Source: an optimization exercise on an open RTL-to-GDS flow (aim: small area, a short achievable clock period and few clock cycles per item). Production flows keep margins and buffers that such runs may drop.
At most, simulation tests tie the RTL to the original design; equivalence was not proved.
Function not checked in runs 2 to 5: the RTL went through the layout flow alone.
Power and IR drop assume default switching activity.

[flow/run.sh]
#!/bin/bash
set -euo pipefail
export SETUP_SLACK_MARGIN=9
bash standard.sh > standard.log 2>&1
[standard.sh]
#!/bin/bash
# synth_recipe.tcl (not shown) runs the flow's synth.tcl, then flattens the netlist and writes it again
# the make line also repeats each setting of config.mk as NAME=value (left out here)
make -C /OpenROAD-flow-scripts/flow DESIGN_CONFIG=/design/flow/config.mk WORK_HOME=/design/flow/orfs CLKGATE_MAP_FILE= SYNTH_SCRIPT=/design/flow/synth_recipe.tcl "${@:-finish}"
[config.mk]
export PLATFORM = sky130hd
export DESIGN_NAME = signed_integer_to_custom_radix_digits
export DESIGN_NICKNAME = signed_integer_to_custom_radix_digits
export VERILOG_FILES = /design/flow/design.v
export SDC_FILE = /design/flow/constraint.sdc
export NUM_CORES = 4
export LEC_CHECK = 0
export CAP_MARGIN = 20
export CORE_MARGIN = 2
export CORE_UTILIZATION = 40
export SLEW_MARGIN = 20
export SYNTH_HIERARCHICAL = 1
export SYNTH_MINIMUM_KEEP_SIZE = 0
[constraint.sdc]
create_clock -name core_clock -period 12.0 [get_ports {clk}]
set_input_delay 2.4000 -clock core_clock [delete_from_list [all_inputs] [get_ports {clk}]]
set_output_delay 2.4000 -clock core_clock [all_outputs]
set_load 0.01 [all_outputs]
[design.v]
`default_nettype none
package sirc_pkg;
	localparam int CHAR_W  = 8;
	localparam int CFG_W   = 64;
	localparam int IN_W    = 32;
	localparam int CI_W    = $clog2(IN_W);
	localparam int ND      = 14;
	localparam int NDI_W   = 4;
	localparam logic [CHAR_W-1:0] NUL_CHAR   = 8'd0;
	localparam logic [CHAR_W-1:0] PLUS_CHAR  = 8'd43;
	localparam logic [CHAR_W-1:0] MINUS_CHAR = 8'd45;
endpackage
`default_nettype wire
`default_nettype none
import sirc_pkg::*;
module sirc_chunksel (
	input  wire logic [sirc_pkg::IN_W-1:0] mag,
	input  wire logic                      first,
	input  wire logic [sirc_pkg::CI_W-1:0] idx,
	output logic                           bit_next,
	output logic [sirc_pkg::CI_W-1:0]      idx_next,
	output logic                           hi_zero
);
	logic [CI_W-1:0] top;
	always_comb begin
		top = '0;
		for (int c = 0; c < IN_W; c++)
			if (mag[c])
				top = CI_W'(c);
		idx_next = (first ? top : idx) - 1'b1;
		bit_next = mag[idx_next];
		hi_zero  = (mag[IN_W-1:1] == '0);
	end
endmodule
`default_nettype wire
`default_nettype none
import sirc_pkg::*;
module sirc_mag (
	input  wire logic [sirc_pkg::IN_W-1:0] v,
	output logic [sirc_pkg::IN_W-1:0]      m
);
	logic [IN_W-1:0] pfx [6];
	always_comb begin
		pfx[0] = v;
		for (int l = 0; l < 5; l++)
			for (int i = 0; i < IN_W; i++)
				pfx[l+1][i] = (i >= (1 << l)) ? (pfx[l][i] | pfx[l][i - (1 << l)]) : pfx[l][i];
		m = v ^ ({IN_W{v[IN_W-1]}} & {pfx[5][IN_W-2:0], 1'b0});
	end
endmodule
module sirc_cfgdec (
	input  wire logic [4:0] radix,
	output logic [3:0]      tt,
	output logic [3:0]      ttm1,
	output logic            odd,
	output logic            m2,
	output logic            m3,
	output logic            m4,
	output logic            p16,
	output logic            p8
);
	logic [4:0] rp;
	always_comb begin
		case (radix)
			5'd2, 5'd4: rp = 5'd16;
			5'd3:       rp = 5'd9;
			default:    rp = radix;
		endcase
		tt   = rp[4:1] + {3'd0, rp[0]};
		ttm1 = rp[4:1] + {3'd0, rp[0]} - 4'd1;
		odd  = rp[0];
		m2   = (radix == 5'd2);
		m3   = (radix == 5'd3);
		m4   = (radix == 5'd4);
		p16  = (rp == 5'd16);
		p8   = (radix == 5'd8);
	end
endmodule
`default_nettype wire
`default_nettype none
import sirc_pkg::*;
module sirc_ddrow (
	input  wire logic [4*sirc_pkg::ND-1:0] d,
	input  wire logic                      c0,
	input  wire logic [3:0]                tt,
	input  wire logic [3:0]                ttm1,
	input  wire logic                      odd,
	output logic [4*sirc_pkg::ND-1:0]      dn
);
	logic [3:0] dg [ND];
	logic [2:0] df [ND];
	logic [2:0] q1 [ND];
	logic       g0 [ND];
	logic       p0 [ND];
	logic       gg [5][ND];
	logic       pp [5][ND];
	logic       cy [ND+1];
	for (genvar j = 0; j < ND; j++) begin : g_cell
		assign dg[j] = d[4*j +: 4];
		sirc_ddcell u_cell (
			.d    (dg[j]),
			.tt   (tt),
			.ttm1 (ttm1),
			.odd  (odd),
			.g    (g0[j]),
			.p    (p0[j]),
			.df   (df[j]),
			.q1   (q1[j])
		);
	end
	always_comb begin
		for (int j = 0; j < ND; j++) begin
			gg[0][j] = g0[j];
			pp[0][j] = p0[j];
		end
		for (int l = 0; l < 4; l++) begin
			for (int j = 0; j < ND; j++) begin
				if (j >= (1 << l)) begin
					gg[l+1][j] = gg[l][j] || (pp[l][j] && gg[l][j - (1 << l)]);
					pp[l+1][j] = pp[l][j] && pp[l][j - (1 << l)];
				end else begin
					gg[l+1][j] = gg[l][j];
					pp[l+1][j] = pp[l][j];
				end
			end
		end
		cy[0] = c0;
		for (int j = 0; j < ND; j++)
			cy[j+1] = gg[4][j] || (pp[4][j] && c0);
		for (int j = 0; j < ND; j++) begin
			if (!cy[j+1])
				dn[4*j +: 4] = {dg[j][2:0], cy[j]};
			else if (odd && cy[j])
				dn[4*j +: 4] = {q1[j], 1'b0};
			else
				dn[4*j +: 4] = {df[j], cy[j] ^ odd};
		end
	end
endmodule
module sirc_ddcell (
	input  wire logic [3:0] d,
	input  wire logic [3:0] tt,
	input  wire logic [3:0] ttm1,
	input  wire logic       odd,
	output logic            g,
	output logic            p,
	output logic [2:0]      df,
	output logic [2:0]      q1
);
	assign g  = (d[3] & !tt[3]) | (!(d[3] ^ tt[3]) & ((d[2] & !tt[2]) | (!(d[2] ^ tt[2]) &
	            ((d[1] & !tt[1]) | (!(d[1] ^ tt[1]) & (d[0] | !tt[0]))))));
	assign df = d[2:0] - tt[2:0];
	assign p  = odd && !g && (df == 3'd7);
	assign q1 = df + 3'd1;
endmodule
module sirc_emtop (
	input  wire logic [4*sirc_pkg::ND-1:0] e,
	input  wire logic                      m2,
	input  wire logic                      m3,
	input  wire logic                      m4,
	output logic [sirc_pkg::ND-1:0]        oh,
	output logic [1:0]                     s_start
);
	logic [ND-1:0] nz;
	logic [3:0]    dtop;
	always_comb begin
		for (int j = 0; j < ND; j++)
			nz[j] = |e[4*j +: 4];
		for (int j = 0; j < ND; j++) begin
			oh[j] = (j == 0) || nz[j];
			for (int k = j + 1; k < ND; k++)
				if (nz[k])
					oh[j] = 1'b0;
		end
		dtop = '0;
		for (int j = 0; j < ND; j++)
			dtop = dtop | (oh[j] ? e[4*j +: 4] : 4'd0);
		if (m2)
			s_start = dtop[3] ? 2'd3 : dtop[2] ? 2'd2 : dtop[1] ? 2'd1 : 2'd0;
		else if (m3)
			s_start = {1'b0, dtop[3] | dtop[2] | (dtop[1] & dtop[0])};
		else if (m4)
			s_start = {1'b0, dtop[3] | dtop[2]};
		else
			s_start = 2'd0;
	end
endmodule
module sirc_emsel (
	input  wire logic [4*sirc_pkg::ND-1:0] e,
	input  wire logic [sirc_pkg::ND-1:0]   oh,
	input  wire logic [1:0]                s,
	input  wire logic                      m2,
	input  wire logic                      m3,
	input  wire logic                      m4,
	output logic [3:0]                     sub,
	output logic                           is_last
);
	logic [3:0] dsel;
	logic [1:0] s3;
	always_comb begin
		dsel = '0;
		for (int j = 0; j < ND; j++)
			dsel = dsel | (oh[j] ? e[4*j +: 4] : 4'd0);
		case (dsel)
			4'd0: s3 = 2'd0;
			4'd1: s3 = s[0] ? 2'd0 : 2'd1;
			4'd2: s3 = s[0] ? 2'd0 : 2'd2;
			4'd3: s3 = s[0] ? 2'd1 : 2'd0;
			4'd4: s3 = 2'd1;
			4'd5: s3 = s[0] ? 2'd1 : 2'd2;
			4'd6: s3 = s[0] ? 2'd2 : 2'd0;
			4'd7: s3 = s[0] ? 2'd2 : 2'd1;
			4'd8: s3 = 2'd2;
			default: s3 = 2'd0;
		endcase
		if (m2)
			sub = {3'd0, dsel[s]};
		else if (m4)
			sub = {2'd0, s[0] ? dsel[3:2] : dsel[1:0]};
		else if (m3)
			sub = {2'd0, s3};
		else
			sub = dsel;
		is_last = oh[0] && (s == 2'd0);
	end
endmodule
module sirc_charsel (
	input  wire logic [127:0] chars,
	input  wire logic [3:0]   idx,
	output logic [7:0]        c
);
	assign c = chars[8*idx +: 8];
endmodule
`default_nettype wire
`default_nettype none
import sirc_pkg::*;
module signed_integer_to_custom_radix_digits (
	input  wire logic                             clk,
	input  wire logic                             arst_n,
	input  wire logic                             push,
	output logic                                  full,
	input  wire logic signed [sirc_pkg::IN_W-1:0] value,
	output logic                                  empty,
	input  wire logic                             pop,
	output logic [sirc_pkg::CHAR_W-1:0]           character,
	output logic                                  last,
	input  wire logic                             cfg_we,
	input  wire logic [1:0]                       cfg_index,
	input  wire logic [sirc_pkg::CFG_W-1:0]       cfg_data
);
	logic [CFG_W-1:0] lo_q;
	logic [CFG_W-1:0] hi_q;
	logic [4:0]       radix_q;
	logic             wlo_q;     
	logic             whi_q;     
	logic [3:0]       tt_q;
	logic [3:0]       ttm1_q;
	logic             odd_q;
	logic             m2_q;
	logic             m3_q;
	logic             m4_q;
	logic             p16_q;     
	logic             p8_q;      
	logic [3:0]       wr_tt;
	logic [3:0]       wr_ttm1;
	logic             wr_odd;
	logic             wr_m2;
	logic             wr_m3;
	logic             wr_m4;
	logic             wr_p16;
	logic             wr_p8;
	sirc_cfgdec u_cfgdec (
		.radix (cfg_data[4:0]),
		.tt    (wr_tt),
		.ttm1  (wr_ttm1),
		.odd   (wr_odd),
		.m2    (wr_m2),
		.m3    (wr_m3),
		.m4    (wr_m4),
		.p16   (wr_p16),
		.p8    (wr_p8)
	);
	always_ff @(posedge clk or negedge arst_n) begin
		if (!arst_n) begin
			radix_q <= '0;
			wlo_q   <= 1'b0;
			whi_q   <= 1'b0;
		end else if (cfg_we) begin
			case (cfg_index)
				2'd0: wlo_q <= 1'b1;
				2'd1: whi_q <= 1'b1;
				2'd2: radix_q <= cfg_data[4:0];
				default: ;
			endcase
		end
	end
	always_ff @(posedge clk) begin
		if (cfg_we && cfg_index == 2'd0)
			lo_q <= cfg_data;
		if (cfg_we && cfg_index == 2'd1)
			hi_q <= cfg_data;
		if (cfg_we && cfg_index == 2'd2) begin
			tt_q   <= wr_tt;
			ttm1_q <= wr_ttm1;
			odd_q  <= wr_odd;
			m2_q   <= wr_m2;
			m3_q   <= wr_m3;
			m4_q   <= wr_m4;
			p16_q  <= wr_p16;
			p8_q   <= wr_p8;
		end
	end
	logic       ck_act_q;
	logic       ck_ph_q;
	logic       ck_v_q;
	logic       ck_bad_q;
	logic [4:0] ck_i_q;
	logic [4:0] ck_j_q;
	logic       ck_ldi;
	logic       ck_ldj;
	logic       ck_pend;
	logic       bad_now;
	logic       cfg_hit;
	logic       ok;
	logic [7:0] ochar_q;
	logic [7:0] cm;
	logic [7:0] ck_ci;
	assign cfg_hit = cfg_we && (cfg_index != 2'd3);
	assign ck_ldi  = ck_act_q && !ck_ph_q && (ck_i_q < radix_q) && !ck_i_q[4];
	assign ck_ldj  = ck_act_q && ck_ph_q && (ck_j_q < radix_q) && !ck_j_q[4];
	assign ck_pend = ck_act_q || ck_v_q;
	assign bad_now = (ck_ph_q && ((ck_ci == NUL_CHAR) || (ck_ci == PLUS_CHAR) || (ck_ci == MINUS_CHAR))) ||
	                 (ck_v_q && (ochar_q == ck_ci));
	always_ff @(posedge clk or negedge arst_n) begin
		if (!arst_n) begin
			ck_act_q <= 1'b0;
			ck_ph_q  <= 1'b0;
			ck_v_q   <= 1'b0;
			ck_bad_q <= 1'b0;
			ck_i_q   <= '0;
			ck_j_q   <= '0;
		end else if (cfg_hit) begin
			ck_act_q <= 1'b1;
			ck_ph_q  <= 1'b0;
			ck_v_q   <= 1'b0;
			ck_bad_q <= 1'b0;
			ck_i_q   <= '0;
		end else begin
			if (bad_now)
				ck_bad_q <= 1'b1;
			ck_v_q <= ck_ldj;
			if (ck_act_q && !ck_ph_q) begin
				if (ck_ldi) begin
					ck_ph_q <= 1'b1;
					ck_j_q  <= ck_i_q + 5'd1;
				end else begin
					ck_act_q <= 1'b0;
				end
			end else if (ck_act_q) begin
				if ((ck_j_q + 5'd1) >= radix_q || ck_j_q[4] || ck_j_q == 5'd15) begin
					ck_ph_q <= 1'b0;
					ck_i_q  <= ck_i_q + 5'd1;
				end else begin
					ck_j_q <= ck_j_q + 5'd1;
				end
			end
		end
	end
	assign ok = (radix_q >= 5'd2) && (radix_q <= 5'd16) && !ck_bad_q && wlo_q &&
	            (whi_q || radix_q <= 5'd8);
	logic             c_busy_q;
	logic             c_first_q;
	logic             c_neg_q;
	logic             c_bit_q;    
	logic [IN_W-1:0]  mag_q;
	logic [IN_W-1:0]  magv;
	logic [CI_W-1:0]  c_idx_q;
	logic [CI_W-1:0]  idx_next;
	logic             bit_next;
	logic             hi_zero;
	logic             pw;
	logic [4*ND-1:0]  d_q;
	logic [4*ND-1:0]  dd;
	logic [4*ND-1:0]  lay;
	logic             last_step;
	logic             step;
	logic             take;
	logic             final_go;
	logic             e_free;
	logic             e_v_q;
	sirc_mag u_mag (
		.v (value),
		.m (magv)
	);
	sirc_chunksel u_chunksel (
		.mag      (mag_q),
		.first    (c_first_q),
		.idx      (c_idx_q),
		.bit_next (bit_next),
		.idx_next (idx_next),
		.hi_zero  (hi_zero)
	);
	sirc_ddrow u_row (
		.d    (d_q),
		.c0   (c_bit_q),
		.tt   (tt_q),
		.ttm1 (ttm1_q),
		.odd  (odd_q),
		.dn   (dd)
	);
	always_comb begin
		lay = '0;
		for (int j = 0; j < 8; j++)
			for (int k = 0; k < 4; k++)
				if (4*j + k + 1 < IN_W)
					lay[4*j + k] = p16_q && mag_q[4*j + k + 1];
		for (int j = 0; j < 11; j++)
			for (int k = 0; k < 3; k++)
				if (3*j + k + 1 < IN_W)
					lay[4*j + k] = lay[4*j + k] | (p8_q && mag_q[3*j + k + 1]);
	end
	assign pw        = p16_q || p8_q;
	assign last_step = c_first_q ? (!pw && hi_zero) : (c_idx_q == '0);
	assign full      = c_busy_q && !(c_idx_q == '0 && !c_first_q && !ck_pend && !e_v_q);
	assign take      = push && !full;
	assign step      = c_busy_q && !last_step;
	assign final_go  = c_busy_q && last_step && !ck_pend && e_free;
	always_ff @(posedge clk or negedge arst_n) begin
		if (!arst_n) begin
			c_busy_q <= 1'b0;
		end else if (cfg_hit) begin
			c_busy_q <= 1'b0;
		end else if (take) begin
			c_busy_q <= 1'b1;
		end else if (final_go) begin
			c_busy_q <= 1'b0;
		end
	end
	always_ff @(posedge clk) begin
		if (take) begin
			mag_q     <= magv;
			c_neg_q   <= value[IN_W-1];
			c_first_q <= 1'b1;
			c_bit_q   <= pw ? value[0] : |value;
			d_q       <= '0;
		end else if (step) begin
			c_first_q <= 1'b0;
			if (c_first_q && pw) begin
				d_q     <= lay;
				c_idx_q <= '0;
			end else begin
				d_q     <= dd;
				c_idx_q <= idx_next;
				c_bit_q <= bit_next;
			end
		end
	end
	logic             e_rdy_q;
	logic             e_sign_q;
	logic [ND-1:0]    e_oh_q;
	logic [1:0]       e_sub_q;
	logic [4*ND-1:0]  e_q;
	logic             ovld_q;
	logic             olast_q;
	logic [ND-1:0]    oh_top;
	logic [1:0]       s_start;
	logic [1:0]       s_full;
	logic [3:0]       sub;
	logic [3:0]       cidx;
	logic             is_last;
	logic             ld_ok;
	logic             emit_sign;
	logic             emit_dig;
	sirc_emtop u_emtop (
		.e       (e_q),
		.m2      (m2_q),
		.m3      (m3_q),
		.m4      (m4_q),
		.oh      (oh_top),
		.s_start (s_start)
	);
	sirc_emsel u_emsel (
		.e       (e_q),
		.oh      (e_oh_q),
		.s       (e_sub_q),
		.m2      (m2_q),
		.m3      (m3_q),
		.m4      (m4_q),
		.sub     (sub),
		.is_last (is_last)
	);
	sirc_charsel u_charsel (
		.chars ({hi_q, lo_q}),
		.idx   (cidx),
		.c     (cm)
	);
	assign ck_ci     = e_q[7:0];
	assign s_full    = m2_q ? 2'd3 : (m3_q || m4_q) ? 2'd1 : 2'd0;
	assign cidx      = !ck_act_q ? sub : ck_ph_q ? ck_j_q[3:0] : ck_i_q[3:0];
	assign ld_ok     = !ovld_q || pop;
	assign emit_sign = e_v_q && e_sign_q && ld_ok && !ck_pend;
	assign emit_dig  = e_v_q && e_rdy_q && !e_sign_q && ld_ok && !ck_pend;
	assign e_free    = !e_v_q || (emit_dig && is_last);
	always_ff @(posedge clk or negedge arst_n) begin
		if (!arst_n) begin
			e_v_q  <= 1'b0;
			ovld_q <= 1'b0;
		end else begin
			if (emit_sign || emit_dig)
				ovld_q <= 1'b1;
			else if (pop)
				ovld_q <= 1'b0;
			if (final_go && ok && !cfg_hit)
				e_v_q <= 1'b1;
			else if (emit_dig && is_last)
				e_v_q <= 1'b0;
		end
	end
	always_ff @(posedge clk) begin
		if (ck_ldj)
			ochar_q <= cm;
		if (emit_sign) begin
			ochar_q  <= MINUS_CHAR;
			olast_q  <= 1'b0;
			e_sign_q <= 1'b0;
		end
		if (emit_dig) begin
			ochar_q <= cm;
			olast_q <= is_last;
			if (e_sub_q != 2'd0) begin
				e_sub_q <= e_sub_q - 2'd1;
			end else begin
				e_sub_q <= s_full;
				e_oh_q  <= e_oh_q >> 1;
			end
		end
		if (!e_rdy_q) begin
			e_oh_q  <= oh_top;
			e_sub_q <= s_start;
			e_rdy_q <= 1'b1;
		end
		if (ck_ldi)
			e_q[7:0] <= cm;
		if (final_go) begin
			e_q      <= dd;
			e_sign_q <= c_neg_q;
			e_rdy_q  <= 1'b0;
		end
	end
	assign empty     = !ovld_q;
	assign character = ochar_q;
	assign last      = olast_q;
endmodule
`default_nettype wire
==> results by group, run 1 <==
Power
  • Worst VDD drop: 0.109 mV
  • Clock power frac: 0.223
  • Comb power frac: 0.480
  • Power Total: about 5.5 mW
  • Seq pwr share: 0.297
  • Psw: just under 2 mW
  • Cell area power density: about 190 nW/um^2
  • Leakage: around 11 nW
  • Cell Int Power: approximately 3.5 mW
  • Net Sw Frac: 0.358

Hold path
  • Hold EP: wlo_q$_DFFE_PN0P_
  • Hold Path Origin: wlo_q$_DFFE_PN0P_
  • HP Class: reg2reg
  • Number of cells on the worst hold path: 1

Routing
  • Routed WL: 64.3 mm
  • DR pass1 iterations: 7
  • Via count: between 15k and 20k
  • DRT iter0 DRCs: ~1.3k
  • DR vias/cell: 5.80
  • Post-route ant nets: 0
  • Wire per inst: roughly 23 microns
  • DR DRC count: 0

Yosys
  • Ys Warns: 26
  • Synthesized net count: about 2.0k
  • Mapped Cells: between 1.5k and 2k
  • Syn Area/Cell: 11.7 sq um
  • Mapped Area: a little over 20,000 sq um

Global route
  • Vias in the first global route: about 16k
  • Largest net degree at the start of global routing: 69
  • GRT Total Usage: 0.232
  • Initial antenna violation count: 0
  • Total gr overflow: 0
  • First-pass GRT wire length: 94.0 mm

Timing
  • Setup ws final: roughly 7.7 ns
  • Fin. max-slew vios: 0
  • RSZ-0062 raised after global routing: yes
  • Worst-Margin Slew: ~1.2 ns
  • Setup TNS Final: 0 ns
  • Fmax: 231 MHz
  • Setup Viol. Count Final: 0
  • Final Hold Viols: 0
  • Final Critical Period: roughly 4.3 ns
  • Slew HR: 0.219
  • Crit share post-route: 0.360
  • Max Clock Skew: 0.0222 ns

Clock tree
  • Clock tree buffer depth: 3
  • Register clock-pin slew on the reported worst setup and hold paths: 0.06 ns
  • Clock latency (worst-skew pair): between 0.5 and 0.6 ns
  • H-tree depth: 2
  • CTS Buf Count: 38
  • CTS tree: built
  • CTS Sinks: around 340
  • Hold-fix buffers at CTS: 0
  • Clk root buf: clkbuf_16

Final layout
  • Diodes inserted: 0
  • Share of cells above drive strength 1: 0.412
  • Fill count: around 3.9k
  • Area grow syn2layout: 42.4%
  • Final-stage net count: 2,309
  • Post-route insts no fill: about 2.8k

Placement
  • Pre-CTS WS: between 6 and 7 ns
  • Routability cong.: about 0.9
  • Port Buffer Count: roughly 110
  • DP HPWL: 38.0 mm
  • Placed Cells: around 2.5k

Worst setup path
  • Reg2reg start: tt_q[0]$_DFFE_PP_
  • CP arrival: roughly 1.9 ns
  • Worst Path Required: around 9.6 ns
  • Worst-path fanout max: 2
  • WS Path Type: reg2out
  • Reg2reg setup slack: 7.78 ns
  • R2r endpoint: d_q[25]$_SDFFE_PN0P_
  • Crit start category: flop
  • Worst Setup End Kind: primary output
  • Reg2Reg Depth: 19

Die
  • Die H: between 200 and 250 microns
  • Cell row count: between 80 and 90
  • Die area: between 50,000 and 60,000 sq um
  • Core area: between 40,000 and 50,000 sq um
  • IO Count: around 110
  • DIE WIDTH: 229 microns
  • Initial Utilization: 0.404

Run status
  • Outcome: timing/DRC/antenna clean

Run
  • Max-Cap Viols: 0
-- timing repair --
action	4_1_cts	5_1_grt
setup buffers	175	62
hold endpoints to repair	0	0
resized for setup	475	194
cloned	24	4
pin swaps	128	82
setup endpoints to repair	457	321
-- layer usage --
layer	vias up	GRT usage	part of all wire
li1	7331	-	-
met1	8147	0.316	0.43
met2	565	0.381	0.48
met3	130	0.0393	0.063
met4	0	0.0668	0.028
met5	-	0	0
-- power by group through the flow --
stage               Clock (mW)  Combinational [mW]  Sequential, mW
floorplan                    0                1.35            1.59
global placement             0                1.69            1.65
detailed placement           0                1.73            1.66
CTS                       1.25                2.27            1.63
global route              1.29                2.80            1.65
finish                    1.23                2.64            1.63
-- worst max path at each step --
stage	start	cells after the start	slack (ns)	to
2_1_floorplan	cfg_we	1	7.50	lo_q[0]$_DFFE_PP_
3_3_place_gp	pop	6	6.42	e_sign_q$_SDFFCE_PN0P_
3_5_place_dp	pop	6	6.37	e_sign_q$_SDFFCE_PN0P_
4_1_cts	c_idx_q[0]$_SDFFCE_PP0P_	5	7.70	full
5_1_grt	c_idx_q[0]$_SDFFCE_PP0P_	5	7.62	full
6_report	c_idx_q[0]$_SDFFCE_PP0P_	5	7.67	full
-- area by class of cell --
class	count	area, sq um	share of cell area
repair inverters	5	35.0	0.00122
inverters	122	470	0.0164
clock buffers	51	1090	0.0380
well taps	672	841	0.0293
repair buffers	382	4370	0.152
multi-input cells	1198	12200	0.424
clock inverters	18	216	0.00753
flip-flops and latches	341	9540	0.332
-- flip-flops by register name, indices dropped and copies added (netlist names), 2 cells and up --
| register | cells |
|---|---|
| c_idx_q | 5 |
| ck_i_q | 5 |
| ck_j_q | 5 |
| d_q | 56 |
| e_oh_q | 14 |
| e_q | 56 |
| e_sub_q | 2 |
| hi_q | 64 |
| lo_q | 64 |
| mag_q | 32 |
| ochar_q | 8 |
| radix_q | 5 |
| tt_q | 4 |
-- cells in the final DEF (no fill, tap or decap), types with 35 or more instances in the layout --
cell type / instances
clkbuf_16: 44
buf_4: 123
edfxtp_1: 259
clkdlybuf4s50_1: 62
mux2i_1: 38
nor3_1: 41
nand2_1: 101
dfxtp_1: 58
ha_1: 65
buf_12: 35
a21oi_1: 43
xnor2_1: 35
nor2_1: 76
mux2_4: 60
inv_1: 108
buf_6: 100
-- metrics by stage --
| stage | area, sq um | hold WS (ns) | util |
|---|---|---|---|
| 6_report | 28700 | 0.462 | 0.575 |
| 5_1_grt | 28700 | 0.485 | 0.575 |
| 4_1_cts | 27300 | 0.463 | 0.547 |
| 3_5_place_dp | 22900 | 0.449 | 0.458 |
| 3_3_place_gp | 22900 | 0.445 | 0.458 |
| 2_1_floorplan | 21400 | 0.430 | - |
-- critical path, stage by stage (launching register included) --
cell and delay [ns]:
edfxtp_1 0.42, nor4_4 0.30, buf_6 0.17, nand4b_1 0.15, and2_4 0.19, buf_6 0.11
Testbench counts, summed over its fixed seeds: cycles 76,036, items 4,096.
==> run 2: changes to the inputs <==
--- a/design.v
+++ b/design.v
@@ -333,2 +333,12 @@
 	                 (ck_v_q && (ochar_q == ck_ci));
+	logic       ck_act_nx;
+	logic       ck_v_nx;
+	always_comb begin
+		ck_act_nx = ck_act_q;
+		if (cfg_hit)
+			ck_act_nx = 1'b1;
+		else if (ck_act_q && !ck_ph_q && !ck_ldi)
+			ck_act_nx = 1'b0;
+		ck_v_nx = !cfg_hit && ck_ldj;
+	end
 	always_ff @(posedge clk or negedge arst_n) begin
@@ -341,25 +351,24 @@
 			ck_j_q   <= '0;
-		end else if (cfg_hit) begin
-			ck_act_q <= 1'b1;
-			ck_ph_q  <= 1'b0;
-			ck_v_q   <= 1'b0;
-			ck_bad_q <= 1'b0;
-			ck_i_q   <= '0;
 		end else begin
-			if (bad_now)
-				ck_bad_q <= 1'b1;
-			ck_v_q <= ck_ldj;
-			if (ck_act_q && !ck_ph_q) begin
-				if (ck_ldi) begin
-					ck_ph_q <= 1'b1;
-					ck_j_q  <= ck_i_q + 5'd1;
-				end else begin
-					ck_act_q <= 1'b0;
-				end
-			end else if (ck_act_q) begin
-				if ((ck_j_q + 5'd1) >= radix_q || ck_j_q[4] || ck_j_q == 5'd15) begin
-					ck_ph_q <= 1'b0;
-					ck_i_q  <= ck_i_q + 5'd1;
-				end else begin
-					ck_j_q <= ck_j_q + 5'd1;
+			ck_act_q <= ck_act_nx;
+			ck_v_q   <= ck_v_nx;
+			if (cfg_hit) begin
+				ck_ph_q  <= 1'b0;
+				ck_bad_q <= 1'b0;
+				ck_i_q   <= '0;
+			end else begin
+				if (bad_now)
+					ck_bad_q <= 1'b1;
+				if (ck_act_q && !ck_ph_q) begin
+					if (ck_ldi) begin
+						ck_ph_q <= 1'b1;
+						ck_j_q  <= ck_i_q + 5'd1;
+					end
+				end else if (ck_act_q) begin
+					if ((ck_j_q + 5'd1) >= radix_q || ck_j_q[4] || ck_j_q == 5'd15) begin
+						ck_ph_q <= 1'b0;
+						ck_i_q  <= ck_i_q + 5'd1;
+					end else begin
+						ck_j_q <= ck_j_q + 5'd1;
+					end
 				end
@@ -390,2 +399,10 @@
 	logic             e_v_q;
+	logic             full_q;
+	logic             c_busy_nx;
+	logic             c_first_nx;
+	logic [CI_W-1:0]  c_idx_nx;
+	logic             e_v_nx;
+	logic             full_nx;
+	logic             emit_dig;
+	logic             is_last;
 	sirc_mag u_mag (
@@ -423,6 +440,22 @@
 	assign last_step = c_first_q ? (!pw && hi_zero) : (c_idx_q == '0);
-	assign full      = c_busy_q && !(c_idx_q == '0 && !c_first_q && !ck_pend && !e_v_q);
-	assign take      = push && !full;
+	assign take      = push && !full_q;
 	assign step      = c_busy_q && !last_step;
 	assign final_go  = c_busy_q && last_step && !ck_pend && e_free;
+	always_comb begin
+		c_busy_nx = c_busy_q;
+		if (cfg_hit)
+			c_busy_nx = 1'b0;
+		else if (take)
+			c_busy_nx = 1'b1;
+		else if (final_go)
+			c_busy_nx = 1'b0;
+		c_first_nx = take ? 1'b1 : step ? 1'b0 : c_first_q;
+		c_idx_nx   = (!take && step) ? ((c_first_q && pw) ? '0 : idx_next) : c_idx_q;
+		e_v_nx     = e_v_q;
+		if (final_go && ok && !cfg_hit)
+			e_v_nx = 1'b1;
+		else if (emit_dig && is_last)
+			e_v_nx = 1'b0;
+		full_nx = c_busy_nx && !(c_idx_nx == '0 && !c_first_nx && !ck_act_nx && !ck_v_nx && !e_v_nx);
+	end
 	always_ff @(posedge clk or negedge arst_n) begin
@@ -430,10 +463,11 @@
 			c_busy_q <= 1'b0;
-		end else if (cfg_hit) begin
-			c_busy_q <= 1'b0;
-		end else if (take) begin
-			c_busy_q <= 1'b1;
-		end else if (final_go) begin
-			c_busy_q <= 1'b0;
+			e_v_q    <= 1'b0;
+			full_q   <= 1'b0;
+		end else begin
+			c_busy_q <= c_busy_nx;
+			e_v_q    <= e_v_nx;
+			full_q   <= full_nx;
 		end
 	end
+	assign full = full_q;
 	always_ff @(posedge clk) begin
@@ -469,6 +503,4 @@
 	logic [3:0]       cidx;
-	logic             is_last;
 	logic             ld_ok;
 	logic             emit_sign;
-	logic             emit_dig;
 	sirc_emtop u_emtop (
@@ -505,3 +537,2 @@
 		if (!arst_n) begin
-			e_v_q  <= 1'b0;
 			ovld_q <= 1'b0;
@@ -512,6 +543,2 @@
 				ovld_q <= 1'b0;
-			if (final_go && ok && !cfg_hit)
-				e_v_q <= 1'b1;
-			else if (emit_dig && is_last)
-				e_v_q <= 1'b0;
 		end
==> flow/run.sh (replaced) <==
#!/bin/bash
set -euo pipefail
export SETUP_SLACK_MARGIN=8
bash standard.sh > standard.log 2>&1
==> results by group, run 2 <==
Global route
  • Vias in the first global route: 14.9k (was 16.1k)
  • First-pass GRT wire length: 86.7 mm (was 94.0 mm)
  • Initial antenna violation count: 1 (was 0)
  • GRT Total Usage: 0.209 (was 0.232)
  • Total gr overflow: 0 (unchanged)
  • Largest net degree at the start of global routing: 66 (was 69)

Final layout
  • Final-stage net count: 2,158 (was 2,309)
  • Biggest regs: hi_q x64, lo_q x64 (unchanged)
  • Most frequent cells in the layout: 259 x edfxtp_1, 121 x inv_1, 112 x nor2_1 (was 259 x edfxtp_1, 123 x buf_4, 108 x inv_1)
  • Post-Layout Inst Area: 25,300 sq um (was 28,700 sq um)
  • Area grow syn2layout: 24.4% (was 42.4%)
  • Most common cell after layout, fill and taps aside: edfxtp_1 (unchanged)
  • Diodes inserted: 0 (unchanged)
  • Finished Core Util: 0.504 (was 0.575)
  • Share of cells above drive strength 1: 0.249 (was 0.412)

Timing
  • Crit share post-route: 0.353 (was 0.360)
  • RSZ-0062 raised after global routing: yes (unchanged)
  • Max Clock Skew: 0.0269 ns (was 0.0222 ns)
  • Worst hold slack: 0.464 ns (was 0.462 ns)
  • Fmax: 236 MHz (was 231 MHz)
  • Final Critical Period: 4.23 ns (was 4.33 ns)
  • Worst-Margin Slew: 1.12 ns (was 1.17 ns)
  • Fin. max-slew vios: 0 (unchanged)
  • Setup TNS Final: 0 ns (unchanged)
  • Final Hold Viols: 0 (unchanged)
  • Slew HR: 0.250 (was 0.219)
  • Setup Viol. Count Final: 0 (unchanged)

Worst setup path
  • CP arrival: 4.66 ns (was 1.93 ns)
  • WS Path Type: reg2reg (was reg2out)
  • Reg2reg start: tt_q[1]$_DFFE_PP_ (was tt_q[0]$_DFFE_PP_)
  • Reg2reg setup slack: 7.77 ns (was 7.78 ns)
  • Worst-path fanout max: 4 (was 2)
  • Worst Path Required: 12.42 ns (was 9.60 ns)
  • Worst Setup End Kind: flop (was primary output)
  • Crit start category: flop (unchanged)
  • Worst Setup SP: tt_q[1]$_DFFE_PP_ (was c_idx_q[0]$_SDFFCE_PP0P_)

Clock tree
  • Clock latency (worst-skew pair): 0.58 ns (about the same)
  • H-tree depth: 2 (unchanged)
  • Hold-fix buffers at CTS: 0 (unchanged)
  • Clock tree buffer depth: 3 (unchanged)
  • CTS Sinks: 342 (was 341)
  • CTS tree: built (unchanged)
  • CTS Buf Count: 40 (was 38)
  • Register clock-pin slew on the reported worst setup and hold paths: 0.06 ns (about the same)
  • Clk root buf: clkbuf_16 (unchanged)

Power
  • Worst VDD drop: 0.104 mV (was 0.109 mV)
  • Cell area power density: 210 nW/um^2 (was 192 nW/um^2)
  • Leakage: 9.59 nW (was 11.0 nW)

Routing
  • Post-route ant nets: 0 (unchanged)
  • DR pass1 iterations: 6 (was 7)
  • DR DRC count: 0 (unchanged)
  • Wire per inst: 21.3 microns (was 23.0 microns)
  • DR vias/cell: 5.74 (was 5.80)
  • Routed WL: 56.2 mm (was 64.3 mm)
  • DRT iter0 DRCs: 1,243 (was 1,319)
  • Via count: 15.1k (was 16.2k)

Yosys
  • Synthesized net count: 1,955 (was 1,952)
  • Mapped Area: 20,300 sq um (was 20,200 sq um)
  • Ys Warns: 26 (unchanged)
  • Syn Area/Cell: 11.7 sq um (about the same)
  • Mapped Cells: 1,734 (was 1,731)

Placement
  • Port Buffer Count: 113 (unchanged)
  • DP Area: 22,200 sq um (was 22,900 sq um)
  • DP HPWL: 37.6 mm (was 38.0 mm)
  • Routability cong.: 0.924 (was 0.911)

Die
  • Initial Utilization: 0.405 (was 0.404)
  • DIE WIDTH: 229 microns (about the same)
  • Cell row count: 82 (unchanged)
  • Core area: 50,200 sq um (was 50,000 sq um)
  • Die H: 229 microns (about the same)
  • IO Count: 114 (unchanged)
  • Die area: 52,600 sq um (was 52,300 sq um)

Run status
  • Outcome: timing/DRC/antenna clean (unchanged)

Hold path
  • Hold Path Origin: d_q[39]$_SDFFE_PN0P_ (was wlo_q$_DFFE_PN0P_)
  • HP Class: reg2reg (unchanged)

Run
  • Max-Cap Viols: 0 (unchanged)
run 2: stage by stage:
step | power (mW) | std cells | setup slack, ns
2_1_floorplan | 3.08 | 1734 | 7.50
3_3_place_gp | 3.58 | 2462 | 6.78
3_5_place_dp | 3.64 | 2462 | 6.64
4_1_cts | 5.15 | 2599 | 7.79
5_1_grt | 5.63 | 2636 | 7.65
6_report | 5.32 | 2636 | 7.77
run 2: repair_timing:
item	4_1_cts	5_1_grt
setup buffers	63	34
gates cloned	5	3
resized for setup	103	127
endpoints found under the setup margin	183	144
pin swaps	36	87
run 2: final cells by class:
cell class / instances / area [sq um]
clock buffer: 53 / 1070
inverter: 124 / 469
multi-input combinational: 1196 / 10800
sequential: 342 / 9570
timing repair inverter: 3 / 22.5
fill: 4354 / 24900
timing repair buffer: 230 / 2250
tap: 672 / 841
clock inverter: 16 / 246
run 2: critical path: stages, from the launching register on:
cell	delay (ns)
edfxtp_1	0.43
buf_4	0.16
inv_1	0.05
fa_1	0.42
fa_1	0.52
ha_1	0.16
nand2_1	0.09
nor2_4	0.18
nand2_1	0.12
o21ai_4	0.26
o2111ai_4	0.21
buf_6	0.18
a21oi_4	0.18
ha_4	0.18
mux2_4	0.30
mux2_4	0.29
a221oi_2	0.27
nor3_1	0.08
run 2: where the power goes:
part | switching [mW] | total [mW] | internal [mW]
sequential | 0.201 | 1.71 | 1.51
combinational | 1.23 | 2.37 | 1.14
clock | 0.499 | 1.24 | 0.738
total | 1.93 | 5.32 | 3.39
run 2: path summary, 6_finish.rpt:
check | cells past startpoint | to
worst max-delay path | 17 | d_q[38]$_SDFFE_PN0P_
worst min-delay path | 2 | d_q[39]$_SDFFE_PN0P_
worst max register to register | 17 | d_q[38]$_SDFFE_PN0P_
worst min register to register | 2 | d_q[39]$_SDFFE_PN0P_
max in group asynchronous | 2 | radix_q[0]$_DFFE_PN0P_
min in group asynchronous | 2 | ck_i_q[3]$_DFFE_PN0P_
run 2: routing by layer:
metal | track usage | vias up | wire length (microns)
met5 | 0 | - | 0
li1 | - | 7037 | -
met3 | 0.0305 | 114 | 3280
met4 | 0.0631 | 0 | 1440
met2 | 0.331 | 543 | 26100
met1 | 0.297 | 7430 | 25500
==> run 3: changes to the inputs <==
--- a/config.mk
+++ b/config.mk
@@ -13 +13,2 @@
 export SYNTH_MINIMUM_KEEP_SIZE = 0
+export TNS_END_PERCENT = 5
==> results by group, run 3 <==
Worst setup path
  • Worst Setup End Kind: flop (unchanged)
  • R2r endpoint: d_q[51]$_SDFFE_PN0P_ (was d_q[38]$_SDFFE_PN0P_)
  • Reg2Reg Depth: 19 (was 17)
  • Crit start category: flop (unchanged)
  • CP arrival: 4.61 ns (was 4.66 ns)
  • WS Path Type: reg2reg (unchanged)
  • Crit-path slowest cell: fa_1 (unchanged)
  • WP buf/inv: 4 (was 3)
  • Crit path to: d_q[51]$_SDFFE_PN0P_ (was d_q[38]$_SDFFE_PN0P_)
  • Critical-path cell list: buf_6, buf_12, ha_4, inv_1, fa_2, fa_1, ha_2, nand2_2, nor2_4, nand2_2, o21ai_4, o2111ai_4, buf_6, o31ai_4, ha_4, mux2_4, mux2_4, nand3_2, a21oi_2 (was buf_4, inv_1, fa_1, fa_1, ha_1, nand2_1, nor2_4, nand2_1, o21ai_4, o2111ai_4, buf_6, a21oi_4, ha_4, mux2_4, mux2_4, a221oi_2, nor3_1)
  • Worst Setup SP: tt_q[0]$_DFFE_PP_ (was tt_q[1]$_DFFE_PP_)
  • Worst path depth: 19 (was 17)
  • Reg2reg setup slack: 7.82 ns (was 7.77 ns)
  • Reg2reg start: tt_q[0]$_DFFE_PP_ (was tt_q[1]$_DFFE_PP_)
  • Worst Path Required: 12.43 ns (was 12.42 ns)
  • Worst-path fanout max: 5 (was 4)
  • CP top delay family: adder cells (unchanged)
  • Worst path max stage delay: 0.59 ns (was 0.52 ns)

Yosys
  • Mapped Cells: 1,734 (unchanged)
  • Ys Warns: 26 (unchanged)
  • Syn Area/Cell: 11.7 sq um (unchanged)
  • Mapped Area: 20,300 sq um (unchanged)
  • Synthesized net count: 1,955 (unchanged)

Timing
  • Fmax: 239 MHz (was 236 MHz)
  • Crit share post-route: 0.349 (was 0.353)
  • Setup TNS Final: 0 ns (unchanged)
  • Worst hold slack: 0.456 ns (was 0.464 ns)
  • Setup ws final: 7.82 ns (was 7.77 ns)
  • Final Critical Period: 4.18 ns (was 4.23 ns)
  • Fin. max-slew vios: 0 (unchanged)
  • Max Clock Skew: 0.0270 ns (was 0.0269 ns)
  • Slew HR: 0.300 (was 0.250)
  • Setup Viol. Count Final: 0 (unchanged)
  • Worst-Margin Slew: 1.05 ns (was 1.12 ns)
  • Final Hold Viols: 0 (unchanged)
  • RSZ-0062 raised after global routing: yes (unchanged)

Global route
  • GRT Total Usage: 0.204 (was 0.209)
  • Initial antenna violation count: 0 (was 1)
  • Largest net degree at the start of global routing: 66 (unchanged)
  • Vias in the first global route: 14.7k (was 14.9k)
  • First-pass GRT wire length: 84.5 mm (was 86.7 mm)
  • Total gr overflow: 0 (unchanged)

Power
  • Clock power frac: 0.258 (was 0.233)
  • Cell Int Power: 3.31 mW (was 3.39 mW)
  • Net Sw Frac: 0.357 (was 0.363)
  • Seq pwr share: 0.332 (was 0.321)
  • Worst VDD drop: 0.160 mV (was 0.104 mV)
  • Cell area power density: 210 nW/um^2 (about the same)
  • Comb power frac: 0.410 (was 0.446)
  • Psw: 1.84 mW (was 1.93 mW)
  • Leakage: 9.15 nW (was 9.59 nW)

Final layout
  • Post-Layout Inst Area: 24,500 sq um (was 25,300 sq um)
  • Diodes inserted: 0 (unchanged)
  • Post-route insts no fill: 2,584 (was 2,636)
  • Area grow syn2layout: 20.3% (was 24.4%)
  • Register area: 9560 sq um (was 9570 sq um)
  • Biggest regs: hi_q x64, lo_q x64 (unchanged)
  • Most frequent cells in the layout: 259 x edfxtp_1, 121 x inv_1, 118 x nor2_1 (was 259 x edfxtp_1, 121 x inv_1, 112 x nor2_1)
  • Fill count: 4,445 (was 4,354)
  • Multi-input gate area: 10,400 sq um (was 10,800 sq um)
  • Share of cells above drive strength 1: 0.197 (was 0.249)
  • Most common cell after layout, fill and taps aside: edfxtp_1 (unchanged)
  • Final-stage net count: 2,102 (was 2,158)

Hold path
  • HP Class: reg2reg (unchanged)
  • Number of cells on the worst hold path: 2 (unchanged)

Routing
  • DR DRC count: 0 (unchanged)
  • Wire per inst: 20.9 microns (was 21.3 microns)
  • Post-route ant nets: 0 (unchanged)
  • DR vias/cell: 5.78 (was 5.74)
  • DR pass1 iterations: 5 (was 6)
  • DRT iter0 DRCs: 1,288 (was 1,243)
  • Via count: 14.9k (was 15.1k)
  • Routed WL: 54.1 mm (was 56.2 mm)

Run
  • Max-Cap Viols: 0 (unchanged)

Clock tree
  • H-tree depth: 2 (unchanged)
  • Clock tree buffer depth: 3 (unchanged)
  • Clock latency (worst-skew pair): 0.59 ns (was 0.58 ns)
  • CTS Sinks: 342 (unchanged)
  • CTS tree: built (unchanged)
  • Clk root buf: clkbuf_16 (unchanged)
  • Hold-fix buffers at CTS: 0 (unchanged)
  • CTS Buf Count: 40 (unchanged)
  • Register clock-pin slew on the reported worst setup and hold paths: 0.06 ns (about the same)

Placement
  • DP Area: 22,100 sq um (was 22,200 sq um)
  • Placed Cells: 2,462 (unchanged)
  • Pre-CTS WS: 6.55 ns (was 6.64 ns)
  • Routability cong.: 0.935 (was 0.924)
  • Port Buffer Count: 113 (unchanged)
  • DP HPWL: 37.1 mm (was 37.6 mm)

Die
  • Initial Utilization: 0.405 (unchanged)
  • IO Count: 114 (unchanged)
  • Core area: 50,200 sq um (unchanged)
  • Cell row count: 82 (unchanged)
  • Die area: 52,600 sq um (unchanged)
  • DIE WIDTH: 229 microns (unchanged)
  • Die H: 229 microns (unchanged)

Run status
  • Outcome: timing/DRC/antenna clean (unchanged)
## run 3: final cells by class
| type | instances | share of cell area |
|---|---|---|
| sequential | 342 | 0.391 |
| clock buffer | 53 | 0.0450 |
| multi-input combinational | 1194 | 0.425 |
| timing repair buffer | 179 | 0.0712 |
| inverter | 124 | 0.0190 |
| clock inverter | 20 | 0.0142 |
| tap | 672 | 0.0344 |
## run 3: what timing repair did
item	4_1_cts	5_1_grt
endpoints found under the setup margin	189	180
hold endpoints to repair	0	0
resized for setup	53	66
setup buffers	20	28
cloned	1	0
pin swaps	17	23
## run 3: worst min-delay path, delay by kind of cell (launching register included)
family,cells,cell delay [ns]
flops,1,0.31
compound gates,1,0.05
simple gates,1,0.05
## run 3: layer usage
layer  part of all wire  global-route usage  vias up
met1               0.46               0.287     7384
li1                   -                   -     6934
met5                  0                   0        -
met4              0.027              0.0657        0
met2               0.46               0.323      502
met3              0.058              0.0285      106
## run 3: metrics by stage
step           total power [mW]  utilization
4_1_cts                    5.06        0.477
5_1_grt                    5.44        0.488
3_3_place_gp               3.54        0.440
2_1_floorplan              3.06            -
3_5_place_dp               3.60        0.440
6_report                   5.15        0.488
## run 3: how the worst min path moves through the flow
stage / start / end
6_report: d_q[39]$_SDFFE_PN0P_ / d_q[39]$_SDFFE_PN0P_
5_1_grt: d_q[31]$_SDFFE_PN0P_ / d_q[31]$_SDFFE_PN0P_
4_1_cts: d_q[39]$_SDFFE_PN0P_ / d_q[39]$_SDFFE_PN0P_
3_5_place_dp: d_q[47]$_SDFFE_PN0P_ / d_q[47]$_SDFFE_PN0P_
3_3_place_gp: d_q[39]$_SDFFE_PN0P_ / d_q[39]$_SDFFE_PN0P_
2_1_floorplan: wlo_q$_DFFE_PN0P_ / wlo_q$_DFFE_PN0P_
## run 3: power by group through the flow
stage | Combinational [mW] | Clock [mW] | Sequential (mW)
2_1_floorplan | 1.41 | 0 | 1.65
3_3_place_gp | 1.81 | 0 | 1.73
3_5_place_dp | 1.87 | 0 | 1.73
4_1_cts | 2.01 | 1.35 | 1.70
5_1_grt | 2.31 | 1.40 | 1.73
6_report | 2.11 | 1.33 | 1.71
==> run 4: changes to the inputs <==
==> flow/run.sh (replaced) <==
#!/bin/bash
set -euo pipefail
export SETUP_SLACK_MARGIN=7.5
bash standard.sh > standard.log 2>&1
--- a/config.mk
+++ b/config.mk
@@ -13,2 +13 @@
 export SYNTH_MINIMUM_KEEP_SIZE = 0
-export TNS_END_PERCENT = 5
==> results by group, run 4 <==
Worst setup path
  • WS Path Type: in2reg (was reg2reg)
  • Worst Path Required: 12.27 ns (was 12.43 ns)
  • Reg2reg start: tt_q[0]$_DFFE_PP_ (unchanged)
  • Crit start category: input pin (was flop)
  • R2r endpoint: d_q[45]$_SDFFE_PN0P_ (was d_q[51]$_SDFFE_PN0P_)
  • Worst Setup SP: push (was tt_q[0]$_DFFE_PP_)
  • Reg2reg setup slack: 7.63 ns (was 7.82 ns)
  • Crit path to: c_idx_q[1]$_DFFE_PN_ (was d_q[51]$_SDFFE_PN0P_)
  • CP arrival: 4.65 ns (was 4.61 ns)
  • Worst Setup End Kind: flop (unchanged)
  • Reg2Reg Depth: 19 (unchanged)
  • Worst-path fanout max: 70 (was 5)

Power
  • Worst VDD drop: 0.0901 mV (was 0.160 mV)
  • Power Total: 4.87 mW (was 5.15 mW)
  • Clock power frac: 0.239 (was 0.258)
  • Psw: 1.78 mW (was 1.84 mW)
  • Cell area power density: 205 nW/um^2 (was 210 nW/um^2)
  • Net Sw Frac: 0.366 (was 0.357)
  • Comb power frac: 0.411 (was 0.410)
  • Leakage: 8.90 nW (was 9.15 nW)
  • Cell Int Power: 3.09 mW (was 3.31 mW)
  • Seq pwr share: 0.350 (was 0.332)

Timing
  • Worst-Margin Slew: 1.01 ns (was 1.05 ns)
  • Crit share post-route: 0.365 (was 0.349)
  • Fin. max-slew vios: 0 (unchanged)
  • Final Critical Period: 4.38 ns (was 4.18 ns)
  • Final Hold Viols: 0 (unchanged)
  • Setup Viol. Count Final: 0 (unchanged)
  • Max Clock Skew: 0.0329 ns (was 0.0270 ns)
  • Slew HR: 0.327 (was 0.300)
  • Setup TNS Final: 0 ns (unchanged)
  • Fmax: 228 MHz (was 239 MHz)
  • RSZ-0062 raised after global routing: yes (unchanged)

Placement
  • Routability cong.: 0.954 (was 0.935)
  • Port Buffer Count: 113 (unchanged)
  • DP HPWL: 37.4 mm (was 37.1 mm)

Final layout
  • Share of cells above drive strength 1: 0.166 (was 0.197)
  • Diodes inserted: 0 (unchanged)
  • Most frequent cells in the layout: 259 x edfxtp_1, 124 x nor2_1, 123 x inv_1 (was 259 x edfxtp_1, 121 x inv_1, 118 x nor2_1)
  • Area grow syn2layout: 16.7% (was 20.3%)
  • Fill count: 4,501 (was 4,445)
  • Final-stage net count: 2,081 (was 2,102)
  • Biggest regs: hi_q x64, lo_q x64 (unchanged)
  • Most common cell after layout, fill and taps aside: edfxtp_1 (unchanged)

Clock tree
  • Clk root buf: clkbuf_16 (unchanged)
  • CTS Buf Count: 39 (was 40)
  • Clock tree buffer depth: 3 (unchanged)
  • CTS Sinks: 342 (unchanged)
  • H-tree depth: 2 (unchanged)
  • Register clock-pin slew on the reported worst setup and hold paths: 0.06 ns (about the same)
  • Clock latency (worst-skew pair): 0.57 ns (was 0.59 ns)
  • CTS tree: built (unchanged)

Global route
  • Initial antenna violation count: 0 (unchanged)
  • Largest net degree at the start of global routing: 71 (was 66)
  • GRT Total Usage: 0.198 (was 0.204)
  • First-pass GRT wire length: 82.4 mm (was 84.5 mm)
  • Vias in the first global route: 14.2k (was 14.7k)
  • Total gr overflow: 0 (unchanged)

Die
  • Core area: 50,200 sq um (unchanged)
  • IO Count: 114 (unchanged)
  • Initial Utilization: 0.405 (unchanged)
  • Cell row count: 82 (unchanged)
  • DIE WIDTH: 229 microns (unchanged)
  • Die area: 52,600 sq um (unchanged)
  • Die H: 229 microns (unchanged)

Routing
  • DR DRC count: 0 (unchanged)
  • Post-route ant nets: 0 (unchanged)
  • DRT iter0 DRCs: 1,405 (was 1,288)
  • DR pass1 iterations: 6 (was 5)
  • Via count: 14.7k (was 14.9k)
  • Routed WL: 52.9 mm (was 54.1 mm)
  • DR vias/cell: 5.74 (was 5.78)
  • Wire per inst: 20.7 microns (was 20.9 microns)

Yosys
  • Syn Area/Cell: 11.7 sq um (unchanged)
  • Mapped Area: 20,300 sq um (unchanged)
  • Synthesized net count: 1,955 (unchanged)
  • Mapped Cells: 1,734 (unchanged)
  • Ys Warns: 26 (unchanged)

Hold path
  • HP Class: reg2reg (unchanged)

Run status
  • Outcome: timing/DRC/antenna clean (unchanged)

Run
  • Max-Cap Viols: 0 (unchanged)
[run 4: worst min path at each step]
| stage | from | endpoint | slack, ns | cells past startpoint |
|---|---|---|---|---|
| 2_1_floorplan | wlo_q$_DFFE_PN0P_ | wlo_q$_DFFE_PN0P_ | 0.43 | 1 |
| 3_3_place_gp | d_q[35]$_SDFFE_PN0P_ | d_q[35]$_SDFFE_PN0P_ | 0.44 | 2 |
| 3_5_place_dp | wlo_q$_DFFE_PN0P_ | wlo_q$_DFFE_PN0P_ | 0.45 | 1 |
| 4_1_cts | d_q[51]$_SDFFE_PN0P_ | d_q[51]$_SDFFE_PN0P_ | 0.46 | 2 |
| 5_1_grt | d_q[47]$_SDFFE_PN0P_ | d_q[47]$_SDFFE_PN0P_ | 0.48 | 2 |
| 6_report | d_q[43]$_SDFFE_PN0P_ | d_q[43]$_SDFFE_PN0P_ | 0.46 | 2 |
[run 4: cell type report]
class                           count  area [sq um]  share of cell area
Clock inverter                     23           209             0.00881
Timing Repair inverter              1          7.51            0.000316
Tap cell                          672           841              0.0354
Clock buffer                       47          1040              0.0437
Sequential cell                   342          9560               0.403
Inverter                          124           469              0.0198
Timing Repair Buffer              158          1520              0.0639
Multi-Input combinational cell   1194         10100               0.425
[run 4: critical path, cell delays in order]
cell and delay (ns):
clkdlybuf4s50_1 0.46, nor2b_4 0.71, buf_4 0.77, nor2_1 0.27
[run 4: per-layer routing]
layer / GRT usage / part of all wire
met3: 0.0256 / 0.053
met1: 0.286 / 0.47
met2: 0.311 / 0.45
met4: 0.0601 / 0.025
met5: 0 / 0
[run 4: power groups by stage]
stage / registers [mW] / logic [mW] / clock network, mW
after floorplan: 1.65 / 1.41 / 0
final: 1.70 / 2.00 / 1.17
after global placement: 1.72 / 1.82 / 0
after detailed placement: 1.73 / 1.87 / 0
after CTS: 1.70 / 1.91 / 1.19
after global routing: 1.72 / 2.20 / 1.24
[run 4: timing repair]
item / CTS / global route
resized for setup: 9 / 32
setup buffers: 10 / 19
endpoints found under the setup margin: 130 / 66
hold buffers: 0 / 0
cloned: 1 / 1
pin swaps: 2 / 10
[run 4: per-stage QoR]
stage / hold slack, ns / setup WS (ns) / std cells / utilization / instance area, sq um
4_1_cts: 0.457 / 7.45 / 2541 / 0.467 / 23400
3_3_place_gp: 0.445 / 6.63 / 2460 / 0.439 / 22000
2_1_floorplan: 0.430 / 7.50 / 1734 / - / 20400
3_5_place_dp: 0.448 / 6.50 / 2460 / 0.439 / 22000
6_report: 0.456 / 7.62 / 2561 / 0.473 / 23700
5_1_grt: 0.484 / 7.44 / 2561 / 0.473 / 23700
==> run 5: changes to the inputs <==
==> flow/run.sh (replaced) <==
#!/bin/bash
set -euo pipefail
export SETUP_SLACK_MARGIN=7
bash standard.sh > standard.log 2>&1
==> results by group, run 5 <==
Die
  • Die H: 229 microns (unchanged)
  • Cell row count: 82 (unchanged)
  • IO Count: 114 (unchanged)
  • DIE WIDTH: 229 microns (unchanged)
  • Initial Utilization: 0.405 (unchanged)
  • Die area: 52,600 sq um (unchanged)
  • Core area: 50,200 sq um (unchanged)

Power
  • Cell area power density: 206 nW/um^2 (was 205 nW/um^2)
  • Leakage: 8.83 nW (was 8.90 nW)
  • Power Total: 4.85 mW (was 4.87 mW)
  • Worst VDD drop: 0.106 mV (was 0.0901 mV)

Timing
  • Worst-Margin Slew: 1.01 ns (about the same)
  • Worst hold slack: 0.457 ns (was 0.456 ns)
  • Setup TNS Final: 0 ns (unchanged)
  • Fmax: 214 MHz (was 228 MHz)
  • Final Hold Viols: 0 (unchanged)
  • Fin. max-slew vios: 0 (unchanged)
  • Crit share post-route: 0.389 (was 0.365)
  • Max Clock Skew: 0.0204 ns (was 0.0329 ns)
  • Setup Viol. Count Final: 0 (unchanged)
  • RSZ-0062 raised after global routing: no (was yes)
  • Slew HR: 0.324 (was 0.327)
  • Final Critical Period: 4.67 ns (was 4.38 ns)

Yosys
  • Mapped Cells: 1,734 (unchanged)
  • Synthesized net count: 1,955 (unchanged)
  • Mapped Area: 20,300 sq um (unchanged)
  • Syn Area/Cell: 11.7 sq um (unchanged)
  • Ys Warns: 26 (unchanged)

Run
  • Max-Cap Viols: 0 (unchanged)

Final layout
  • Most common cell after layout, fill and taps aside: edfxtp_1 (unchanged)
  • Final-stage net count: 2,061 (was 2,081)
  • Biggest regs: hi_q x64, lo_q x64 (unchanged)
  • Fill count: 4,517 (was 4,501)
  • Area grow syn2layout: 15.7% (was 16.7%)
  • Most frequent cells in the layout: 259 x edfxtp_1, 129 x nor2_1, 123 x inv_1 (was 259 x edfxtp_1, 124 x nor2_1, 123 x inv_1)
  • Finished Core Util: 0.469 (was 0.473)
  • Register area: 9560 sq um (unchanged)
  • Share of cells above drive strength 1: 0.143 (was 0.166)
  • Diodes inserted: 0 (unchanged)
  • Multi-input gate area: 9940 sq um (was 10,100 sq um)

Clock tree
  • Hold-fix buffers at CTS: 0 (unchanged)
  • CTS tree: built (unchanged)
  • Clk root buf: clkbuf_16 (unchanged)
  • CTS Sinks: 342 (unchanged)
  • Register clock-pin slew on the reported worst setup and hold paths: 0.06 ns (about the same)
  • Clock tree buffer depth: 3 (unchanged)
  • CTS Buf Count: 41 (was 39)
  • Clock latency (worst-skew pair): 0.57 ns (about the same)
  • H-tree depth: 2 (unchanged)

Routing
  • DR DRC count: 0 (unchanged)
  • DR pass1 iterations: 6 (unchanged)
  • Via count: 14.4k (was 14.7k)
  • Post-route ant nets: 0 (unchanged)
  • DR vias/cell: 5.66 (was 5.74)
  • Wire per inst: 20.4 microns (was 20.7 microns)
  • Routed WL: 52.0 mm (was 52.9 mm)
  • DRT iter0 DRCs: 1,165 (was 1,405)

Global route
  • Total gr overflow: 0 (unchanged)
  • Initial antenna violation count: 0 (unchanged)
  • GRT Total Usage: 0.197 (was 0.198)
  • Largest net degree at the start of global routing: 90 (was 71)
  • Vias in the first global route: 14.2k (about the same)
  • First-pass GRT wire length: 81.4 mm (was 82.4 mm)

Worst setup path
  • Most used cell, CP: ha_1
  • Worst path max stage delay: 0.53 ns (was 0.77 ns)
  • CP arrival: 5.08 ns (was 4.65 ns)
  • Worst-path fanout max: 14 (was 70)
  • Critical-path cell list: buf_4, ha_1, inv_1, fa_1, fa_1, ha_1, nand2_1, nor2_1, nand2_1, o21ai_4, o2111ai_2, a21oi_2, ha_1, mux2_2, mux2_2, a221oi_1, nor3_1 (was clkdlybuf4s50_1, nor2b_4, buf_4, nor2_1)
  • Crit-path slowest cell: fa_1 (was buf_4)
  • Crit start category: flop (was input pin)
  • Worst Path Required: 12.41 ns (was 12.27 ns)
  • WS Path Type: reg2reg (was in2reg)
  • Worst Setup End Kind: flop (unchanged)

Run status
  • Outcome: timing/DRC/antenna clean (unchanged)

Placement
  • Routability cong.: 0.906 (was 0.954)
  • Port Buffer Count: 113 (unchanged)
  • DP HPWL: 37.2 mm (was 37.4 mm)

Hold path
  • HP Class: reg2reg (unchanged)
==> run 5: metrics by stage <==
| stage | setup WS [ns] | area [sq um] | std cells |
|---|---|---|---|
| 2_1_floorplan | 7.40 | 20300 | 1734 |
| 3_3_place_gp | 6.64 | 22100 | 2461 |
| 3_5_place_dp | 6.56 | 22100 | 2461 |
| 4_1_cts | 7.09 | 23500 | 2545 |
| 5_1_grt | 7.03 | 23500 | 2545 |
| 6_report | 7.33 | 23500 | 2545 |
==> run 5: final cells by class <==
cell class	count	area share
sequential	342	0.407
clock inverter	18	0.00947
timing repair buffer	137	0.0559
clock buffer	58	0.0494
tap	672	0.0358
inverter	124	0.0198
multi-input combinational	1194	0.423
==> run 5: final timing paths <==
kind	start	end	slack [ns]	cells past startpoint
max	tt_q[0]$_DFFE_PP_	d_q[37]$_SDFFE_PN0P_	7.33	17
min	d_q[43]$_SDFFE_PN0P_	d_q[43]$_SDFFE_PN0P_	0.46	2
max reg2reg	tt_q[0]$_DFFE_PP_	d_q[37]$_SDFFE_PN0P_	7.33	17
min reg2reg	d_q[43]$_SDFFE_PN0P_	d_q[43]$_SDFFE_PN0P_	0.46	2
max in group asynchronous	arst_n	radix_q[0]$_DFFE_PN0P_	9.54	2
min in group asynchronous	arst_n	ck_i_q[4]$_DFFE_PN0P_	2.20	2
==> run 5: layer usage <==
layer  part of all wire  vias up  global-route usage
li1                   -     6857                   -
met1               0.46     7051               0.275
met2               0.46      419               0.316
met3              0.053       78              0.0317
met4              0.022        0              0.0544
met5                  0        -                   0
==> run 5: timing repair <==
action | CTS | global route
cloned | 0 | 0
buffers inserted | 8 | 0
setup endpoints to repair | 47 | 8
resized for setup | 0 | 3
==> run 5: where the power goes <==
group / switching, mW / internal, mW / total [mW]
clock: 0.509 / 0.748 / 1.26
sequential: 0.196 / 1.51 / 1.70
combinational: 1.03 / 0.852 / 1.88
total: 1.74 / 3.11 / 4.85
==> run 5: worst max-delay path, delay by kind of cell (launching register included) <==
family,cells,cell delay (ns)
compound gates,4,1.32
fa+ha+maj,5,1.52
buf+inv,2,0.22
flops,1,0.45
mux,2,0.62
simple gates,4,0.39
==> run 6: changes to the inputs <==
--- a/design.v
+++ b/design.v
@@ -428,3 +428,4 @@
 	always_comb begin
-		lay = '0;
+		lay    = '0;
+		lay[0] = !pw && !hi_zero;
 		for (int j = 0; j < 8; j++)
@@ -432,3 +433,3 @@
 				if (4*j + k + 1 < IN_W)
-					lay[4*j + k] = p16_q && mag_q[4*j + k + 1];
+					lay[4*j + k] = lay[4*j + k] | (p16_q && mag_q[4*j + k + 1]);
 		for (int j = 0; j < 11; j++)
@@ -439,3 +440,3 @@
 	assign pw        = p16_q || p8_q;
-	assign last_step = c_first_q ? (!pw && hi_zero) : (c_idx_q == '0);
+	assign last_step = !c_first_q && (c_idx_q == '0);
 	assign take      = push && !full_q;
@@ -452,3 +453,3 @@
 		c_first_nx = take ? 1'b1 : step ? 1'b0 : c_first_q;
-		c_idx_nx   = (!take && step) ? ((c_first_q && pw) ? '0 : idx_next) : c_idx_q;
+		c_idx_nx   = (!take && step) ? ((c_first_q && (pw || hi_zero)) ? '0 : idx_next) : c_idx_q;
 		e_v_nx     = e_v_q;
@@ -473,13 +474,15 @@
 	always_ff @(posedge clk) begin
+		if (!c_busy_q || (!c_first_q && c_idx_q == '0))
+			mag_q <= magv;
 		if (take) begin
-			mag_q     <= magv;
 			c_neg_q   <= value[IN_W-1];
 			c_first_q <= 1'b1;
-			c_bit_q   <= pw ? value[0] : |value;
-			d_q       <= '0;
+			c_bit_q   <= value[0];
 		end else if (step) begin
 			c_first_q <= 1'b0;
-			if (c_first_q && pw) begin
+			if (c_first_q) begin
 				d_q     <= lay;
-				c_idx_q <= '0;
+				c_idx_q <= (pw || hi_zero) ? '0 : idx_next;
+				if (!pw && !hi_zero)
+					c_bit_q <= bit_next;
 			end else begin
==> flow/run.sh (replaced) <==
#!/bin/bash
set -euo pipefail
export SETUP_SLACK_MARGIN=8
bash standard.sh > standard.log 2>&1
--- a/config.mk
+++ b/config.mk
@@ -13 +13,2 @@
 export SYNTH_MINIMUM_KEEP_SIZE = 0
+export TNS_END_PERCENT = 5
==> results by group, run 6 <==
Power
  • Leakage: 9.11 nW (was 8.83 nW)
  • Worst VDD drop: 0.126 mV (was 0.106 mV)

Timing
  • Final Hold Viols: 0 (unchanged)
  • Setup ws final: 7.68 ns (was 7.33 ns)
  • Setup TNS Final: 0 ns (unchanged)
  • Max Clock Skew: 0.0209 ns (was 0.0204 ns)
  • Worst-Margin Slew: 1.07 ns (was 1.01 ns)
  • Fin. max-slew vios: 0 (unchanged)
  • Final Critical Period: 4.32 ns (was 4.67 ns)
  • Setup Viol. Count Final: 0 (unchanged)
  • RSZ-0062 raised after global routing: yes (was no)
  • Crit share post-route: 0.360 (was 0.389)

Worst setup path
  • Crit-path slowest cell: fa_1 (unchanged)
  • WP buf/inv: 4 (was 2)
  • WS Path Type: reg2reg (unchanged)
  • Worst Path Required: 12.26 ns (was 12.41 ns)
  • Worst path depth: 18 (was 17)
  • Reg2Reg Depth: 18 (was 17)
  • Crit start category: flop (unchanged)
  • Worst-path fanout max: 5 (was 14)

Routing
  • DR DRC count: 0 (unchanged)
  • Post-route ant nets: 0 (unchanged)
  • Via count: 14.2k (was 14.4k)

Clock tree
  • CTS tree: built (unchanged)
  • Clock latency (worst-skew pair): 0.55 ns (was 0.57 ns)
  • Register clock-pin slew on the reported worst setup and hold paths: 0.06 ns (about the same)
  • Clock tree buffer depth: 3 (unchanged)
  • H-tree depth: 2 (unchanged)

Final layout
  • Share of cells above drive strength 1: 0.219 (was 0.143)
  • Final-stage net count: 2,037 (was 2,061)
  • Area grow syn2layout: 21.1% (was 15.7%)
  • Fill count: 4,490 (was 4,517)
  • Diodes inserted: 0 (unchanged)
  • Most common cell after layout, fill and taps aside: edfxtp_1 (unchanged)
  • Multi-input gate area: 9980 sq um (was 9940 sq um)

Global route
  • Initial antenna violation count: 1 (was 0)
  • Total gr overflow: 0 (unchanged)
  • GRT Total Usage: 0.193 (was 0.197)
  • First-pass GRT wire length: 79.6 mm (was 81.4 mm)

Die
  • Die area: 52,500 sq um (was 52,600 sq um)
  • Die H: 229 microns (about the same)
  • DIE WIDTH: 229 microns (about the same)

Placement
  • DP HPWL: 36.6 mm (was 37.2 mm)
  • Routability cong.: 0.887 (was 0.906)
  • Port Buffer Count: 113 (unchanged)

Hold path
  • HP Class: reg2reg (unchanged)

Run status
  • Outcome: timing/DRC/antenna clean (unchanged)

Yosys
  • Mapped Area: 20,300 sq um (about the same)

Run
  • Max-Cap Viols: 0 (unchanged)
==> run 6: power breakdown <==
group / internal, mW / total, mW / switching (mW) / leakage [nW]
clock network: 0.647 / 1.13 / 0.480 / 0.582
registers: 1.51 / 1.67 / 0.161 / 3.25
logic: 0.797 / 1.66 / 0.862 / 5.29
total: 2.95 / 4.46 / 1.50 / 9.11
==> run 6: path summary, 6_finish.rpt <==
kind                              startpoint                     end  slack [ns]
min in group asynchronous             arst_n   ck_i_q[1]$_DFFE_PN0P_        2.22
max in group asynchronous             arst_n  radix_q[1]$_DFFE_PN0P_        9.51
min reg2reg                wlo_q$_DFFE_PN0P_       wlo_q$_DFFE_PN0P_        0.47
max reg2reg                tt_q[0]$_DFFE_PP_   d_q[49]$_SDFFCE_PP0N_        7.68
max                        tt_q[0]$_DFFE_PP_   d_q[49]$_SDFFCE_PP0N_        7.68
min                        wlo_q$_DFFE_PN0P_       wlo_q$_DFFE_PN0P_        0.47
==> run 6: area by class of cell <==
class | count | area share
clock buffer | 44 | 0.0409
clock inverter | 24 | 0.00805
inverter | 132 | 0.0202
multi-input combinational | 1100 | 0.406
sequential | 342 | 0.412
tap | 672 | 0.0342
timing repair buffer | 201 | 0.0781
==> run 6: metrics by stage <==
step | power, mW | cells | utilization | hold slack, ns | area [sq um]
2_1_floorplan | 2.69 | 1628 | - | 0.440 | 20300
3_3_place_gp | 3.09 | 2373 | 0.441 | 0.456 | 22100
3_5_place_dp | 3.13 | 2373 | 0.441 | 0.454 | 22100
4_1_cts | 4.34 | 2475 | 0.477 | 0.469 | 23900
5_1_grt | 4.69 | 2515 | 0.491 | 0.492 | 24600
6_report | 4.46 | 2515 | 0.491 | 0.466 | 24600
==> run 6: worst reg2reg max path: cells and delay by family, from the launching register on <==
kind	cells	cell delay [ns]
flops	1	0.38
mux	2	0.56
fa+ha+maj	5	1.46
compound gates	3	0.85
buf+inv	4	0.38
simple gates	4	0.43
==> run 6: repair_timing <==
action	in CTS	in global routing
setup endpoints to repair	140	131
hold buffers	0	0
hold endpoints to repair	0	0
cloned	0	2
resized for setup	73	74
pin swaps	26	33
setup buffers	34	38
==> run 6: routing by layer <==
metal,vias to the layer above,wire length (microns),track usage
met4,0,1210,0.0566
li1,6591,-,-
met3,84,2900,0.0251
met5,-,0,0
met2,490,25000,0.316
met1,7036,23600,0.270
Testbench counts of run 6, summed over its fixed seeds: cycles 76,035, items 4,096.

Re-timed with assumed drivers on the ports (clkbuf_16 on the clock, buf_2 on other inputs), run 6 has 7.681 ns of setup slack against 7.681 ns with ideal ports, and 7.265 ns once port delays also move by the mid clock arrival of 0.601 ns.
